Context: an optimization exercise on an open-source flow, tuned for small area and few clock cycles per item. The choices shown serve that exercise and are no tape-out recipe.
Function was checked by simulation only, so behaviour that the tests miss may differ from the original.

==> branch zinc <==
Design fpmul_top, start of the top module:
module fpmul_top (
	input  logic              clk,
	input  logic              rst,
	input  logic              in_valid,
	input  logic [31:0]       a,
	input  logic [31:0]       b,
	input  logic              out_credit,
	output logic              in_credit,
	output logic              out_valid,
	output logic [31:0]       z,
	output logic [FLAG_W-1:0] flags
);
	logic              is_nan_c;
	logic              invalid_c;
	logic              is_inf_c;
	logic              is_zero_c;
	logic              d_valid;
	logic              sign_p;
	logic              is_nan;
	logic              invalid;
	logic              is_inf;
	logic              is_zero;
	logic signed [9:0] exp_sum;
	logic [FRAC_W-1:0] frac_a;
	logic [FRAC_W-1:0] frac_b;
	logic [47:0]       prod;
	logic [31:0]       w_res;
	logic              rnd_res;
	logic              x_res;
	logic [6:0][33:0]  mem;
	logic [6:0]        wr_oh;       
	logic [6:0]        rd_oh;       
	logic [2:0]        count;       
	logic [2:0]        credits;     
	logic              pop;
	logic              push;
	logic              hold;
	fpmul_decode fpmul_decode_i (
		.a       (a),
		.b       (b),
		.is_nan  (is_nan_c),
		.invalid (invalid_c),
		.is_inf  (is_inf_c),
		.is_zero (is_zero_c)
	);
	assign push = d_valid && (count != 3'd7 || pop);
	assign hold = d_valid && !push;
	always_ff @(posedge clk) begin
		if (rst)
  ...
clock: 9.0 ns
lec_check: 0
cap_margin: 20
core_margin: 2
core_utilization: 70
cts_buf_list: sky130_fd_sc_hd__clkbuf_8
cts_cluster_diameter: 50
cts_cluster_size: 16
place_density: 0.85
slew_margin: 20
synth_hierarchical: 1
synth_minimum_keep_size: 0
standard.sh (not shown) runs the stock make flow with config.mk's settings and CLKGATE_MAP_FILE= SYNTH_SCRIPT=/design/flow/synth_recipe.tcl, a recipe that flattens the netlist after the stock synthesis.
==> flow/flow/run.sh <==
#!/bin/bash
# The standard layout, except that the port buffers are the smallest buffer
# cell instead of the flow's default choice. Every port still gets one.
set -e
export BUFFER_PORTS_ARGS="-buffer_cell sky130_fd_sc_hd__buf_1"
bash standard.sh > standard.log 2>&1
==> branch lagoon: changes against branch zinc <==
- CORE_UTILIZATION: 70 -> 60
- CTS_CLUSTER_DIAMETER: 50 -> 60
- CTS_CLUSTER_SIZE: 16 -> 18
- PLACE_DENSITY: 0.85 -> 0.7
==> branch willow: changes against branch zinc <==
- CORE_UTILIZATION: 70 -> 60
- CTS_CLUSTER_SIZE: 16 -> 15
- PLACE_DENSITY: 0.85 -> 0.7
==> qor summary <==
| quantity | branch zinc | branch lagoon | branch willow |
|---|---|---|---|
| Outcome | complete, no violations | complete, no violations | complete, no violations |
| Hold EP | wr_oh[6] | wr_oh[3] | wr_oh[3] |
| Num CTS Buffers | 34 | 26 | 35 |
| Fraction of area in non-clock buffers | 0.03596 | 0.03939 | 0.03967 |
| Worst Reg2Reg Path Length in Cells | 27 | 26 | 27 |
| CP max stage delay | 0.58 ns | 0.64 ns | 0.57 ns |
| DP Wirelength | 50.78 mm | 51.34 mm | 51.34 mm |
| WL/cell | 25.79 µm | 25.11 µm | 25.10 µm |
| Clock transition at the registers of the reported paths | 0.09 ns | 0.12 ns | 0.08 ns |
| First-pass GRT wire length | 115.0 mm | 114.5 mm | 115.1 mm |
| Met3 Wirelength | 8.072 mm | 6.343 mm | 6.148 mm |
| Die footprint | 0.03968 mm² | 0.04616 mm² | 0.04616 mm² |
| Fillers | 2388 | 3403 | 3377 |
| Via count of the first global-routing pass | 20740 | 19480 | 19600 |
| Post-layout net count | 2754 | 2759 | 2770 |
| Endpoint of the most critical setup path | mem[169] | mem[33] | mem[33] |
| Sequential fraction of total cell area | 0.3275 | 0.3277 | 0.3257 |
| Global-route usage over all layers | 0.3843 | 0.3209 | 0.3242 |
| Transition at the pin with the smallest max-transition slack | 1.074 ns | 1.175 ns | 1.112 ns |
| Row cnt | 71 | 77 | 77 |
| Number of levels the H-tree was split into | 2 | 1 | 2 |
| RePlAce Congestion | 1.028 | 0.9373 | 0.9373 |
| Highest-delay cell along the critical path | edfxtp_1 | edfxtp_1 | fa_1 |
| Endpoint of the most critical register-to-register path | mem[169] | mem[33] | mem[33] |
Testbench counts of branch zinc, summed over its fixed seeds: cycles 4,808, items 4,800.
Testbench counts of branch lagoon, summed over its fixed seeds: cycles 4,808, items 4,800.
Testbench counts of branch willow, summed over its fixed seeds: cycles 4,808, items 4,800.

* * *

==> job 5449 <==
Another version of the RTL of fpmul_top (not shown whole).
export LEC_CHECK = 0
export CAP_MARGIN = 20
export CORE_MARGIN = 2
export CORE_UTILIZATION = 60
export CTS_BUF_LIST = sky130_fd_sc_hd__clkbuf_8
export CTS_CLUSTER_DIAMETER = 60
export CTS_CLUSTER_SIZE = 18
export PLACE_DENSITY = 0.7
export SLEW_MARGIN = 20
export SYNTH_HIERARCHICAL = 1
export SYNTH_MINIMUM_KEEP_SIZE = 0
create_clock -name core_clock -period 9.0 [get_ports {clk}]
Scripts as last shown in full above: flow/flow/run.sh
==> job 5620 (differences from job 5449) <==
--- a/flow/design.v
+++ b/flow/design.v
@@ -46,33 +46,33 @@
 	assign b_snan = b_nan & ~b.fields.frac[FRAC_W-1];
 	assign invalid = a_snan | b_snan | (a_inf & b_ezero) | (a_ezero & b_inf);
 	assign is_nan  = a_nan | b_nan | invalid;
 	assign is_inf  = a_inf | b_inf;
 	assign is_zero = a_ezero | b_ezero;
 endmodule
 import fpmul_pkg::*;
 module fpmul_execute (
-	input  logic [FRAC_W-1:0]  frac_a_n,    
+	input  logic [FRAC_W-1:0]  frac_a,
 	input  logic [FRAC_W-1:0]  frac_b,
 	output logic [47:0]        prod        
 );
 	fpmul_mul24 fpmul_mul24_i (
-		.xn (frac_a_n),
+		.x  (frac_a),
 		.y  ({1'b1, frac_b}),
 		.p  (prod)
 	);
 endmodule
 module fpmul_mul24 (
-	input  logic [22:0] xn,      
+	input  logic [22:0] x,       
 	input  logic [23:0] y,
 	output logic [47:0] p
 );
 	logic [11:0] b_one, b_two, b_neg, b_onen, b_twon;
-	wire [22:0] x = ~xn;
+	wire [22:0] xn = ~x;        
 	assign b_one[0] = y[0] ^ 1'b0;
 	assign b_two[0] = (y[1] & ~y[0] & ~1'b0) | (~y[1] & y[0] & 1'b0);
 	assign b_neg[0] = y[1];
 	assign b_onen[0] = ~b_one[0];
 	assign b_twon[0] = ~b_two[0];
 	wire pp1 = (b_one[0] & x[0]) ^ b_neg[0];
 	wire pp2;
 	fpmul_bsel u_pp2 (.onen(b_onen[0]), .twon(b_twon[0]), .neg(b_neg[0]), .xjn(xn[1]), .xkn(xn[0]), .p(pp2));
@@ -1836,17 +1836,17 @@
 	logic              is_zero_c;
 	logic              d_valid;
 	logic              sign_p;
 	logic              is_nan;
 	logic              invalid;
 	logic              is_inf;
 	logic              is_zero;
 	logic signed [9:0] exp_sum;
-	logic [FRAC_W-1:0] frac_a_n;    
+	logic [FRAC_W-1:0] frac_a;
 	logic [FRAC_W-1:0] frac_b;
 	logic [47:0]       prod;
 	logic [31:0]       w_res;
 	logic              rnd_res;
 	logic              x_res;
 	logic [6:0][33:0]  mem;
 	logic [6:0]        wr_oh;       
 	logic [6:0]        rd_oh;       
@@ -1874,22 +1874,22 @@
 	always_ff @(posedge clk) begin
 		if (!hold) begin
 			sign_p  <= a[31] ^ b[31];
 			is_nan  <= is_nan_c;
 			invalid <= invalid_c;
 			is_inf  <= is_inf_c;
 			is_zero <= is_zero_c;
 			exp_sum <= $signed({2'b00, a[30:23]}) + $signed({2'b00, b[30:23]}) - 10'sd127;
-			frac_a_n <= ~a[22:0];
+			frac_a  <= a[22:0];
 			frac_b  <= b[22:0];
 		end
 	end
 	fpmul_execute fpmul_execute_i (
-		.frac_a_n (frac_a_n),
+		.frac_a  (frac_a),
 		.frac_b  (frac_b),
 		.prod    (prod)
 	);
 	fpmul_result fpmul_result_i (
 		.sign_p  (sign_p),
 		.prod    (prod),
 		.exp_sum (exp_sum),
 		.is_nan  (is_nan),
==> job 1697 (differences from job 5449) <==
CTS_CLUSTER_DIAMETER = 50   (was 60)
CTS_CLUSTER_SIZE = 15   (was 18)
==> notes <==
Job 5449 finished clean. Job 1697 produced a clean layout. Job 5620 completed without violations.
Global-route usage: job 1697 > job 5449 > job 5620.
Register-to-register slack: job 5449 is worse than job 1697 (0.04 ns).
Cell area: job 5620 < job 5449 < job 1697.
The highest sequential share of layout area belongs to job 5620, the lowest to job 1697.
==> figures <==
item	job 5449	job 5620	job 1697
Clock Skews	0.0360 ns	0.0640 ns	0.0293 ns
Std-Cell Core Area	43200 um2	43100 um2	43200 um2
Largest incremental delay on the critical path	0.71 ns	0.68 ns	0.73 ns
1st-iter DRT viols	2073	2466	2073
Final wirelength	73200 um	72300 um	73400 um
Syn Std Cell Area	26300 um2	26200 um2	26300 um2
Number of vias per cell after detailed routing	6.51	6.51	6.53
Inverter count of the layout excluding clock inverters	126	109	126
Metal-1 WL	28100 um	29400 um	28600 um
Final critical-path required period	8.53 ns	8.51 ns	8.49 ns
CP max-delay cell	sky130_fd_sc_hd__xnor2_2	sky130_fd_sc_hd__edfxtp_1	sky130_fd_sc_hd__xnor2_2
Result of the run	timing/DRC/antenna clean	timing/DRC/antenna clean	timing/DRC/antenna clean
Testbench counts of job 5449, summed over its fixed seeds: cycles 4,808, items 4,800.
Testbench counts of job 5620, summed over its fixed seeds: cycles 4,808, items 4,800.
Testbench counts of job 1697, summed over its fixed seeds: cycles 4,808, items 4,800.

## static timing again, ports no longer ideal
Ports are ideal in the flow. The routed layouts listed here were re-timed in OpenROAD. Step 1 assumes that a clkbuf_16 drives the clock port and a buf_2 every other input. Step 2 also shifts input and output timing later by t, the mid clock arrival at the registers, as if the neighbouring blocks saw the same clock. Slacks: ideal ports / drivers / drivers and shift; pairs: ideal ports / drivers.
run	shift t [ns]	slack for setup (ns)	hold WS [ns]	clock arrival spread, ns	slew at the worst register clock pin (ns)
branch zinc	0.657	0.315 / 0.315 / 0.315	0.460 / 0.460 / 0.460	0.027 / 0.027	0.10 / 0.10
branch lagoon	0.657	0.505 / 0.505 / 0.505	0.462 / 0.462 / 0.462	0.056 / 0.055	0.12 / 0.12
branch willow	0.625	0.503 / 0.503 / 0.503	0.457 / 0.457 / 0.457	0.059 / 0.059	0.09 / 0.09
job 5449	0.675	0.471 / 0.471 / 0.471	0.463 / 0.463 / 0.463	0.038 / 0.038	0.11 / 0.11
job 5620	0.651	0.488 / 0.488 / 0.488	0.462 / 0.462 / 0.462	0.066 / 0.065	0.11 / 0.11
job 1697	0.643	0.514 / 0.514 / 0.514	0.463 / 0.463 / 0.463	0.029 / 0.030	0.09 / 0.09
After both steps setup and hold are still met in every run listed.
